Context: an optimization exercise on an open-source flow, tuned for small area. The choices shown serve that exercise and are no tape-out recipe.
In this exercise RTL edits were held to simulation tests only and were not proved equivalent to the original.
Power and IR drop assume default switching activity.

north:
Design ethernet_perf_counter_snapshot, start of the top module:
module ethernet_perf_counter_snapshot #(
  parameter int unsigned AUTO_PERIOD = 1000
) (
  input  logic        clk,
  input  logic        rst,
  input  logic [63:0] rx_frames,
  input  logic [63:0] rx_crc_err,
  input  logic [63:0] rx_bytes,
  input  logic [63:0] tx_frames,
  input  logic [63:0] tx_bytes,
  input  logic        snap_req,
  input  logic        clear_req,
  output logic        snap_done,
  output logic        busy,
  output logic [15:0] snap_seq,
  input  logic        rd_en,
  input  logic [4:0]  rd_addr,
  output logic        rd_valid,
  output logic [31:0] rd_data
);
  localparam int unsigned   TW     = (AUTO_PERIOD > 1) ? $clog2(AUTO_PERIOD) : 1;
  localparam bit            T_EN   = (AUTO_PERIOD != 0);
  localparam logic [TW-1:0] T_LAST = (AUTO_PERIOD > 0) ? TW'(AUTO_PERIOD - 1) : '0;
  logic [2:0]    ph;
  logic [TW-1:0] timer;
  logic          snap_pend;
  logic          clear_pend;
  logic          zc;    
  logic          zp;    
  ...
Size: ~1900 cells after synthesis, ~380 I/O pins, about 0.029 mm^2 of cells after synthesis.
Settings: LEC_CHECK=0, CAP_MARGIN=20, CORE_MARGIN=2, CORE_UTILIZATION=50, CTS_BUF_LIST=sky130_fd_sc_hd__clkbuf_4, CTS_CLUSTER_DIAMETER=40, CTS_CLUSTER_SIZE=10, PLACE_DENSITY=0.6, SLEW_MARGIN=20; clock period 8.0 ns.
standard.sh (not shown) runs the stock make flow with config.mk's settings and CLKGATE_MAP_FILE= SYNTH_SCRIPT=/design/flow/synth_recipe.tcl, a recipe that flattens the netlist after the stock synthesis.
==> flow/flow/run.sh <==
#!/bin/bash
# Standard ORFS synthesis, then the standard layout with three changes: the port buffers are the
# smallest buffer cell, the largest buffers and inverters are kept out of the layout's
# repair steps (the platform's own don't-use list is kept as well), and clock tree synthesis
# adds no dummy loads.
set -euo pipefail
PLATFORM_DONT_USE="sky130_fd_sc_hd__probe_p_8 sky130_fd_sc_hd__probec_p_8 sky130_fd_sc_hd__lpflow_bleeder_1 sky130_fd_sc_hd__lpflow_clkbufkapwr_1 sky130_fd_sc_hd__lpflow_clkbufkapwr_16 sky130_fd_sc_hd__lpflow_clkbufkapwr_2 sky130_fd_sc_hd__lpflow_clkbufkapwr_4 sky130_fd_sc_hd__lpflow_clkbufkapwr_8 sky130_fd_sc_hd__lpflow_clkinvkapwr_1 sky130_fd_sc_hd__lpflow_clkinvkapwr_16 sky130_fd_sc_hd__lpflow_clkinvkapwr_2 sky130_fd_sc_hd__lpflow_clkinvkapwr_4 sky130_fd_sc_hd__lpflow_clkinvkapwr_8 sky130_fd_sc_hd__lpflow_decapkapwr_12 sky130_fd_sc_hd__lpflow_decapkapwr_3 sky130_fd_sc_hd__lpflow_decapkapwr_4 sky130_fd_sc_hd__lpflow_decapkapwr_6 sky130_fd_sc_hd__lpflow_decapkapwr_8 sky130_fd_sc_hd__lpflow_inputiso0n_1 sky130_fd_sc_hd__lpflow_inputiso0p_1 sky130_fd_sc_hd__lpflow_inputiso1n_1 sky130_fd_sc_hd__lpflow_inputiso1p_1 sky130_fd_sc_hd__lpflow_inputisolatch_1 sky130_fd_sc_hd__lpflow_isobufsrc_1 sky130_fd_sc_hd__lpflow_isobufsrc_16 sky130_fd_sc_hd__lpflow_isobufsrc_2 sky130_fd_sc_hd__lpflow_isobufsrc_4 sky130_fd_sc_hd__lpflow_isobufsrc_8 sky130_fd_sc_hd__lpflow_isobufsrckapwr_16 sky130_fd_sc_hd__lpflow_lsbuf_lh_hl_isowell_tap_1 sky130_fd_sc_hd__lpflow_lsbuf_lh_hl_isowell_tap_2 sky130_fd_sc_hd__lpflow_lsbuf_lh_hl_isowell_tap_4 sky130_fd_sc_hd__lpflow_lsbuf_lh_isowell_4 sky130_fd_sc_hd__lpflow_lsbuf_lh_isowell_tap_1 sky130_fd_sc_hd__lpflow_lsbuf_lh_isowell_tap_2 sky130_fd_sc_hd__lpflow_lsbuf_lh_isowell_tap_4"
BIG="sky130_fd_sc_hd__buf_8 sky130_fd_sc_hd__buf_12 sky130_fd_sc_hd__buf_16 sky130_fd_sc_hd__bufinv_8 sky130_fd_sc_hd__bufinv_16 sky130_fd_sc_hd__inv_8 sky130_fd_sc_hd__inv_12 sky130_fd_sc_hd__inv_16 sky130_fd_sc_hd__clkinv_8 sky130_fd_sc_hd__clkinv_16 sky130_fd_sc_hd__clkbuf_16"
CTS="-sink_clustering_enable -repair_clock_nets -sink_clustering_size 10 -sink_clustering_max_diameter 40 -buf_list sky130_fd_sc_hd__clkbuf_4 -dont_use_dummy_load"
bash standard.sh synth > synth.log 2>&1
bash standard.sh finish \
  "CTS_ARGS=$CTS" \
  "BUFFER_PORTS_ARGS=-buffer_cell sky130_fd_sc_hd__buf_1" \
  "DONT_USE_CELLS=$PLATFORM_DONT_USE $BIG" \
  > layout.log 2>&1
Here is what was changed in the inputs of south compared with north.
# north
export LEC_CHECK = 0
export CAP_MARGIN = 20
export CORE_MARGIN = 2
export CORE_UTILIZATION = 50
export CTS_BUF_LIST = sky130_fd_sc_hd__clkbuf_4
export CTS_CLUSTER_DIAMETER = 40
export CTS_CLUSTER_SIZE = 10
export PLACE_DENSITY = 0.6
export SLEW_MARGIN = 20
create_clock -name core_clock -period 8.0 [get_ports {clk}]
# south
export LEC_CHECK = 0
export CAP_MARGIN = 20
export CORE_MARGIN = 2
export CORE_UTILIZATION = 60
export PLACE_DENSITY = 0.7
export SLEW_MARGIN = 20
create_clock -name core_clock -period 8.0 [get_ports {clk}]
==> flow/flow/run.sh <==
#!/bin/bash
# Standard ORFS synthesis, then the standard layout with three changes: the port buffers are the
# smallest buffer cell, the largest buffers and inverters are kept out of the layout's
# repair steps (the platform's own don't-use list is kept as well), and the clock tree has a
# strong root and upper levels with small leaf buffers.
set -euo pipefail
PLATFORM_DONT_USE="sky130_fd_sc_hd__probe_p_8 sky130_fd_sc_hd__probec_p_8 sky130_fd_sc_hd__lpflow_bleeder_1 sky130_fd_sc_hd__lpflow_clkbufkapwr_1 sky130_fd_sc_hd__lpflow_clkbufkapwr_16 sky130_fd_sc_hd__lpflow_clkbufkapwr_2 sky130_fd_sc_hd__lpflow_clkbufkapwr_4 sky130_fd_sc_hd__lpflow_clkbufkapwr_8 sky130_fd_sc_hd__lpflow_clkinvkapwr_1 sky130_fd_sc_hd__lpflow_clkinvkapwr_16 sky130_fd_sc_hd__lpflow_clkinvkapwr_2 sky130_fd_sc_hd__lpflow_clkinvkapwr_4 sky130_fd_sc_hd__lpflow_clkinvkapwr_8 sky130_fd_sc_hd__lpflow_decapkapwr_12 sky130_fd_sc_hd__lpflow_decapkapwr_3 sky130_fd_sc_hd__lpflow_decapkapwr_4 sky130_fd_sc_hd__lpflow_decapkapwr_6 sky130_fd_sc_hd__lpflow_decapkapwr_8 sky130_fd_sc_hd__lpflow_inputiso0n_1 sky130_fd_sc_hd__lpflow_inputiso0p_1 sky130_fd_sc_hd__lpflow_inputiso1n_1 sky130_fd_sc_hd__lpflow_inputiso1p_1 sky130_fd_sc_hd__lpflow_inputisolatch_1 sky130_fd_sc_hd__lpflow_isobufsrc_1 sky130_fd_sc_hd__lpflow_isobufsrc_16 sky130_fd_sc_hd__lpflow_isobufsrc_2 sky130_fd_sc_hd__lpflow_isobufsrc_4 sky130_fd_sc_hd__lpflow_isobufsrc_8 sky130_fd_sc_hd__lpflow_isobufsrckapwr_16 sky130_fd_sc_hd__lpflow_lsbuf_lh_hl_isowell_tap_1 sky130_fd_sc_hd__lpflow_lsbuf_lh_hl_isowell_tap_2 sky130_fd_sc_hd__lpflow_lsbuf_lh_hl_isowell_tap_4 sky130_fd_sc_hd__lpflow_lsbuf_lh_isowell_4 sky130_fd_sc_hd__lpflow_lsbuf_lh_isowell_tap_1 sky130_fd_sc_hd__lpflow_lsbuf_lh_isowell_tap_2 sky130_fd_sc_hd__lpflow_lsbuf_lh_isowell_tap_4"
BIG="sky130_fd_sc_hd__buf_8 sky130_fd_sc_hd__buf_12 sky130_fd_sc_hd__buf_16 sky130_fd_sc_hd__bufinv_8 sky130_fd_sc_hd__bufinv_16 sky130_fd_sc_hd__inv_8 sky130_fd_sc_hd__inv_12 sky130_fd_sc_hd__inv_16 sky130_fd_sc_hd__clkinv_8 sky130_fd_sc_hd__clkinv_16"
CTS="-sink_clustering_enable -repair_clock_nets -root_buf sky130_fd_sc_hd__clkbuf_16 -tree_buf sky130_fd_sc_hd__clkbuf_8 -sink_clustering_buffer sky130_fd_sc_hd__clkbuf_4 -buf_list sky130_fd_sc_hd__clkbuf_4 -sink_clustering_size 10 -sink_clustering_max_diameter 40"
bash standard.sh synth > synth.log 2>&1
bash standard.sh finish \
  "CTS_ARGS=$CTS" \
  "BUFFER_PORTS_ARGS=-buffer_cell sky130_fd_sc_hd__buf_1" \
  "DONT_USE_CELLS=$PLATFORM_DONT_USE $BIG" \
  > layout.log 2>&1
--- outcome ---
south: full flow OK, the timing, design-rule and antenna checks passed
south vs. north: worst path arrival time rose 290 ps; internal portion of total power grew by 230 uW.
Sort north and south by die outline area, descending, and north comes first.
Compared with north, in south power grew by 360 uW; first-pass GRT wire length shrank by about 3%; area of all placed cells without fillers grew by 270 um^2; non-clock buffer count grew by 7.
Changes in east relative to south:
# south
export LEC_CHECK = 0
export CAP_MARGIN = 20
export CORE_MARGIN = 2
export CORE_UTILIZATION = 60
export PLACE_DENSITY = 0.7
export SLEW_MARGIN = 20
create_clock -name core_clock -period 8.0 [get_ports {clk}]
# east
export LEC_CHECK = 0
export CAP_MARGIN = 20
export CORE_MARGIN = 2
export CORE_UTILIZATION = 60
export CTS_BUF_LIST = sky130_fd_sc_hd__clkbuf_4
export CTS_CLUSTER_DIAMETER = 40
export CTS_CLUSTER_SIZE = 10
export PLACE_DENSITY = 0.7
export SLEW_MARGIN = 20
create_clock -name core_clock -period 8.0 [get_ports {clk}]
-- flow/flow/run.sh --
<<< south, line 3
# smallest buffer cell, the largest buffers and inverters are kept out of the layout's
# repair steps (the platform's own don't-use list is kept as well), and the clock tree has a
# strong root and upper levels with small leaf buffers.
set -euo pipefail
>>> east, line 3
# smallest buffer cell, the largest buffers and inverters are kept out of the layout's
# repair steps (the platform's own don't-use list is kept as well), and clock tree synthesis
# adds no dummy loads and has a strong root buffer.
set -euo pipefail
<<< south, line 8
BIG="sky130_fd_sc_hd__buf_8 sky130_fd_sc_hd__buf_12 sky130_fd_sc_hd__buf_16 sky130_fd_sc_hd__bufinv_8 sky130_fd_sc_hd__bufinv_16 sky130_fd_sc_hd__inv_8 sky130_fd_sc_hd__inv_12 sky130_fd_sc_hd__inv_16 sky130_fd_sc_hd__clkinv_8 sky130_fd_sc_hd__clkinv_16"
CTS="-sink_clustering_enable -repair_clock_nets -root_buf sky130_fd_sc_hd__clkbuf_16 -tree_buf sky130_fd_sc_hd__clkbuf_8 -sink_clustering_buffer sky130_fd_sc_hd__clkbuf_4 -buf_list sky130_fd_sc_hd__clkbuf_4 -sink_clustering_size 10 -sink_clustering_max_diameter 40"
bash standard.sh synth > synth.log 2>&1
>>> east, line 8
BIG="sky130_fd_sc_hd__buf_8 sky130_fd_sc_hd__buf_12 sky130_fd_sc_hd__buf_16 sky130_fd_sc_hd__bufinv_8 sky130_fd_sc_hd__bufinv_16 sky130_fd_sc_hd__inv_8 sky130_fd_sc_hd__inv_12 sky130_fd_sc_hd__inv_16 sky130_fd_sc_hd__clkinv_8 sky130_fd_sc_hd__clkinv_16"
CTS="-sink_clustering_enable -repair_clock_nets -root_buf sky130_fd_sc_hd__clkbuf_16 -sink_clustering_size 12 -sink_clustering_max_diameter 40 -buf_list sky130_fd_sc_hd__clkbuf_4 -dont_use_dummy_load"
bash standard.sh synth > synth.log 2>&1
==> comparison <==
Compared east vs south, and final area is down in east.
From south to east the numbers moved as follows: number of fillers in the final layout picked up an extra about 0.7%, global-route usage saw little to no change, overall power consumption -about 4%.
Re part of the total power dissipated in combinational logic: south was lower than east.
Between south and east, the difference in clock input transition at the sequential cells of the worst setup and hold paths is negligible.
east vs south — wire length on met1 climbed slightly
[compare] base=south new=east: number of clock-tree buffers in the layout lost 18, share of the core filled with cells in the final layout moved down.
Relative to east, the following input files were edited for west:
==> flow/flow/run.sh <==
#!/bin/bash
# Standard ORFS layout, with the port buffers made from the smallest buffer cell.
set -euo pipefail
bash standard.sh finish \
  "BUFFER_PORTS_ARGS=-buffer_cell sky130_fd_sc_hd__buf_1" \
  > standard_flow.log 2>&1
For west, the end point of the critical path was rd_data[5]$_DFFE_PP_, unlike east, where it was rd_data[31]$_DFFE_PP_.
In west, routed length on met1 is lower than in east.
Looking at worst hold slack across both flows, west is the stronger of the two, with east trailing.
The post-place setup slack in west sits 63 ps below the value recorded for east.
Re share of the clock period used by the worst path: west is 3.6 points down on east.
Edits applied to the flow inputs when going from west to middle:
# west
export LEC_CHECK = 0
export CAP_MARGIN = 20
export CORE_MARGIN = 2
export CORE_UTILIZATION = 60
export CTS_BUF_LIST = sky130_fd_sc_hd__clkbuf_4
export CTS_CLUSTER_DIAMETER = 40
export CTS_CLUSTER_SIZE = 10
export PLACE_DENSITY = 0.7
export SLEW_MARGIN = 20
create_clock -name core_clock -period 8.0 [get_ports {clk}]
# middle
export LEC_CHECK = 0
export CAP_MARGIN = 20
export CORE_MARGIN = 2
export CORE_UTILIZATION = 40
export CTS_BUF_LIST = sky130_fd_sc_hd__clkbuf_8
export CTS_CLUSTER_DIAMETER = 50
export CTS_CLUSTER_SIZE = 16
export SLEW_MARGIN = 20
create_clock -name core_clock -period 8.0 [get_ports {clk}]
==> results.txt <==
Looking at power across both flows, middle is the weaker of the two, with west ahead. Compared with west, middle shows a post-placement cell area that is about 1.5% higher. The top routing layer in use comes out met4 in one run and met5 in the other, namely in west and middle respectively. middle has portion of the clock cycle consumed by the worst path in the final layout above what west had. Going from west to middle, post-route cell area grew by a few percent. Comparing time the worst path needs with I/O delays and setup for west and middle, the bigger number came from middle. middle has hold slack above what west had.

ethernet_perf_counter_snapshot again, from the RTL that the note above started with.
clock: 8.0 ns
lec_check: 0
cap_margin: 20
core_margin: 2
core_utilization: 70
cts_buf_list: sky130_fd_sc_hd__clkbuf_4
cts_cluster_diameter: 30
cts_cluster_size: 10
place_density: 0.8
slew_margin: 20
==> flow/flow/run.sh <==
#!/bin/bash
# Standard ORFS layout, with the port buffers made from the smallest buffer cell.
set -euo pipefail
bash standard.sh finish \
  "BUFFER_PORTS_ARGS=-buffer_cell sky130_fd_sc_hd__buf_1" \
  > standard_flow.log 2>&1
Rerun with:
==> flow/run.sh (new file) <==
#!/bin/bash
# synth_recipe.tcl (not shown) runs the flow's synth.tcl, then flattens the netlist and writes it again
# the make line also repeats each setting of config.mk as NAME=value (left out here)
make -C /OpenROAD-flow-scripts/flow DESIGN_CONFIG=/design/flow/config.mk WORK_HOME=/design/flow/orfs CLKGATE_MAP_FILE= SYNTH_SCRIPT=/design/flow/synth_recipe.tcl finish
--- a/flow/config.mk
+++ b/flow/config.mk
@@ -10 +10 @@
-export CORE_UTILIZATION = 70
+export CORE_UTILIZATION = 40
@@ -12,3 +11,0 @@
-export CTS_CLUSTER_DIAMETER = 30
-export CTS_CLUSTER_SIZE = 10
-export PLACE_DENSITY = 0.8
removed: flow/flow/run.sh
removed: flow/standard.sh
The new run completed without violations.
Synthesized area is unchanged.
Cell count went up by about a fifth.
First-iteration DRC count shrinks by a quarter to a third.
Final area rose by roughly a tenth.
Count of clock-buffer cells in the layout goes up by 121.
Rerun with:
==> flow/flow/run.sh (new file) <==
#!/bin/bash
# Standard ORFS layout, with the port buffers made from the smallest buffer cell.
set -euo pipefail
bash standard.sh finish \
  "BUFFER_PORTS_ARGS=-buffer_cell sky130_fd_sc_hd__buf_1" \
  > standard_flow.log 2>&1
==> flow/standard.sh (new file) <==
#!/bin/bash
# synth_recipe.tcl (not shown) runs the flow's synth.tcl, then flattens the netlist and writes it again
# the make line also repeats each setting of config.mk as NAME=value (left out here)
make -C /OpenROAD-flow-scripts/flow DESIGN_CONFIG=/design/flow/config.mk WORK_HOME=/design/flow/orfs CLKGATE_MAP_FILE= SYNTH_SCRIPT=/design/flow/synth_recipe.tcl "${@:-finish}"
--- a/flow/config.mk
+++ b/flow/config.mk
@@ -8 +8 @@
-export CAP_MARGIN = 20
+export CAP_MARGIN = 5
@@ -10 +10 @@
-export CORE_UTILIZATION = 40
+export CORE_UTILIZATION = 60
@@ -12 +12,4 @@
-export SLEW_MARGIN = 20
+export CTS_CLUSTER_DIAMETER = 40
+export CTS_CLUSTER_SIZE = 10
+export PLACE_DENSITY = 0.7
+export SLEW_MARGIN = 5
removed: flow/run.sh
The new run completed with no timing, DRC or antenna violations.
Die area falls by 33%.
Clock power falls by 30%.
Fmax falls by about 0.4%.
Wire length falls by 11%.
Via count falls by 2.2%.
Setup slack is worse by 26 ps.
Non-clock buffer count falls by 6.
Rerun with:
==> flow/run.sh (new file) <==
#!/bin/bash
# synth_recipe.tcl (not shown) runs the flow's synth.tcl, then flattens the netlist and writes it again
# the make line also repeats each setting of config.mk as NAME=value (left out here)
make -C /OpenROAD-flow-scripts/flow DESIGN_CONFIG=/design/flow/config.mk WORK_HOME=/design/flow/orfs CLKGATE_MAP_FILE= SYNTH_SCRIPT=/design/flow/synth_recipe.tcl finish
==> flow/config.mk (replaced) <==
export PLATFORM = sky130hd
export DESIGN_NAME = ethernet_perf_counter_snapshot
export DESIGN_NICKNAME = ethernet_perf_counter_snapshot
export VERILOG_FILES = /design/flow/design.v
export SDC_FILE = /design/flow/constraint.sdc
export NUM_CORES = 4
export LEC_CHECK = 0
export CAP_MARGIN = 20
export CORE_MARGIN = 2
export CORE_UTILIZATION = 40
export SLEW_MARGIN = 20
removed: flow/flow/run.sh
removed: flow/standard.sh
What happened: The changed run ran to the end with no violations. Total power climbs by 18%. Worst hold slack gets better by 12 ps. Non-clock buffer count is higher by 6. Sequential share of layout area decreases by 7.2 points. Cell count goes up by 11%.
Rerun with:
==> flow/flow/run.sh (new file) <==
#!/bin/bash
# Standard ORFS layout, with the port buffers made from the smallest buffer cell.
set -euo pipefail
bash standard.sh finish \
  "BUFFER_PORTS_ARGS=-buffer_cell sky130_fd_sc_hd__buf_1" \
  > standard_flow.log 2>&1
==> flow/standard.sh (new file) <==
#!/bin/bash
# synth_recipe.tcl (not shown) runs the flow's synth.tcl, then flattens the netlist and writes it again
# the make line also repeats each setting of config.mk as NAME=value (left out here)
make -C /OpenROAD-flow-scripts/flow DESIGN_CONFIG=/design/flow/config.mk WORK_HOME=/design/flow/orfs CLKGATE_MAP_FILE= SYNTH_SCRIPT=/design/flow/synth_recipe.tcl "${@:-finish}"
--- a/flow/config.mk
+++ b/flow/config.mk
@@ -10 +10,5 @@
-export CORE_UTILIZATION = 40
+export CORE_UTILIZATION = 60
+export CTS_BUF_LIST = sky130_fd_sc_hd__clkbuf_2 sky130_fd_sc_hd__clkbuf_4 sky130_fd_sc_hd__clkbuf_8
+export CTS_CLUSTER_DIAMETER = 40
+export CTS_CLUSTER_SIZE = 10
+export PLACE_DENSITY = 0.7
removed: flow/run.sh
Total power went down by a little under a tenth.
Global-route usage increases by 8.4 points.
Cell count fell by roughly a tenth.
Synthesized cell count is unchanged.
Combinational power went down by about a fifth.
Core utilization rose by 18 points.
Rerun with:
==> flow/flow/run.sh (replaced) <==
#!/bin/bash
# Standard ORFS synthesis, then the standard layout with two changes: the port buffers are the
# smallest buffer cell, and the largest buffers and inverters are kept out of the layout's
# repair steps (the platform's own don't-use list is kept as well).
set -euo pipefail
PLATFORM_DONT_USE="sky130_fd_sc_hd__probe_p_8 sky130_fd_sc_hd__probec_p_8 sky130_fd_sc_hd__lpflow_bleeder_1 sky130_fd_sc_hd__lpflow_clkbufkapwr_1 sky130_fd_sc_hd__lpflow_clkbufkapwr_16 sky130_fd_sc_hd__lpflow_clkbufkapwr_2 sky130_fd_sc_hd__lpflow_clkbufkapwr_4 sky130_fd_sc_hd__lpflow_clkbufkapwr_8 sky130_fd_sc_hd__lpflow_clkinvkapwr_1 sky130_fd_sc_hd__lpflow_clkinvkapwr_16 sky130_fd_sc_hd__lpflow_clkinvkapwr_2 sky130_fd_sc_hd__lpflow_clkinvkapwr_4 sky130_fd_sc_hd__lpflow_clkinvkapwr_8 sky130_fd_sc_hd__lpflow_decapkapwr_12 sky130_fd_sc_hd__lpflow_decapkapwr_3 sky130_fd_sc_hd__lpflow_decapkapwr_4 sky130_fd_sc_hd__lpflow_decapkapwr_6 sky130_fd_sc_hd__lpflow_decapkapwr_8 sky130_fd_sc_hd__lpflow_inputiso0n_1 sky130_fd_sc_hd__lpflow_inputiso0p_1 sky130_fd_sc_hd__lpflow_inputiso1n_1 sky130_fd_sc_hd__lpflow_inputiso1p_1 sky130_fd_sc_hd__lpflow_inputisolatch_1 sky130_fd_sc_hd__lpflow_isobufsrc_1 sky130_fd_sc_hd__lpflow_isobufsrc_16 sky130_fd_sc_hd__lpflow_isobufsrc_2 sky130_fd_sc_hd__lpflow_isobufsrc_4 sky130_fd_sc_hd__lpflow_isobufsrc_8 sky130_fd_sc_hd__lpflow_isobufsrckapwr_16 sky130_fd_sc_hd__lpflow_lsbuf_lh_hl_isowell_tap_1 sky130_fd_sc_hd__lpflow_lsbuf_lh_hl_isowell_tap_2 sky130_fd_sc_hd__lpflow_lsbuf_lh_hl_isowell_tap_4 sky130_fd_sc_hd__lpflow_lsbuf_lh_isowell_4 sky130_fd_sc_hd__lpflow_lsbuf_lh_isowell_tap_1 sky130_fd_sc_hd__lpflow_lsbuf_lh_isowell_tap_2 sky130_fd_sc_hd__lpflow_lsbuf_lh_isowell_tap_4"
BIG="sky130_fd_sc_hd__buf_8 sky130_fd_sc_hd__buf_12 sky130_fd_sc_hd__buf_16 sky130_fd_sc_hd__bufinv_8 sky130_fd_sc_hd__bufinv_16 sky130_fd_sc_hd__inv_8 sky130_fd_sc_hd__inv_12 sky130_fd_sc_hd__inv_16 sky130_fd_sc_hd__clkinv_8 sky130_fd_sc_hd__clkinv_16 sky130_fd_sc_hd__clkbuf_16"
bash standard.sh synth > synth.log 2>&1
bash standard.sh finish \
  "BUFFER_PORTS_ARGS=-buffer_cell sky130_fd_sc_hd__buf_1" \
  "DONT_USE_CELLS=$PLATFORM_DONT_USE $BIG" \
  > layout.log 2>&1
--- a/flow/config.mk
+++ b/flow/config.mk
@@ -11 +11 @@
-export CTS_BUF_LIST = sky130_fd_sc_hd__clkbuf_2 sky130_fd_sc_hd__clkbuf_4 sky130_fd_sc_hd__clkbuf_8
+export CTS_BUF_LIST = sky130_fd_sc_hd__clkbuf_4
- The changed run went through all stages and came out clean
- routed wire length went down by about 1%
- design area fell by 2.2%
- sequential power hardly moves
- hold slack loses 7.0 ps
- non-clock buffer count rises by 49
- maximum frequency grows by 4.6%
- clock skew is higher by 49 ps
- via count rose by 0.76%
- sequential share of layout area grows by 1.4 points

-- afterwards: timing with drivers on the ports --
How much do the figures lean on ideal ports? The routed layouts below were timed once more, with nothing changed but the port constraints. Step 1 assumes that a clkbuf_16 drives the clock port and a buf_2 every other input. Step 2 times the ports against the registers' clock, not the clock port: input delays grow and output delays shrink by t, the midpoint of the rising clock arrivals with the driver on. a / b / c = ideal ports / drivers / drivers and shift; a / b = the first two.
| run | shift t [ns] | slack for setup (ns) | hold slack, ns | worst slew at a driven data input, ns | cell pins on the clock port's net |
|---|---|---|---|---|---|
| north | 0.920 | 1.671 / 1.676 / 0.756 | 0.388 / 0.388 / 0.388 | 0.07 | 1 |
| south | 0.659 | 1.147 / 1.169 / 0.511 | 0.438 / 0.438 / 0.438 | 0.07 | 1 |
| east | 0.639 | 1.105 / 1.131 / 0.492 | 0.405 / 0.405 / 0.405 | 0.07 | 1 |
| west | 0.913 | 1.396 / 1.423 / 0.509 | 0.429 / 0.429 / 0.429 | 0.09 | 1 |
| middle | 0.752 | 1.303 / 1.322 / 0.570 | 0.440 / 0.440 / 0.440 | 0.11 | 1 |
| the first run of note 2 | 0.986 | 1.414 / 1.445 / 0.459 | 0.445 / 0.445 / 0.445 | 0.05 | 1 |
| the second run of note 2 | 1.031 | 1.422 / 1.456 / 0.425 | 0.419 / 0.419 / 0.419 | 0.06 | 1 |
| the third run of note 2 | 0.913 | 1.396 / 1.423 / 0.509 | 0.429 / 0.429 / 0.429 | 0.09 | 1 |
| the fourth run of note 2 | 0.664 | 1.100 / 1.137 / 0.473 | 0.441 / 0.441 / 0.441 | 0.07 | 1 |
| the fifth run of note 2 | 0.731 | 1.215 / 1.243 / 0.512 | 0.433 / 0.433 / 0.433 | 0.10 | 1 |
| the sixth run of note 2 | 0.938 | 1.511 / 1.527 / 0.589 | 0.426 / 0.426 / 0.426 | 0.08 | 1 |
After both steps every run listed still meets setup and hold. For the second run of note 2, which loses most, drivers alone change the setup slack by +0.034 ns; drivers and shift together by -0.997 ns.
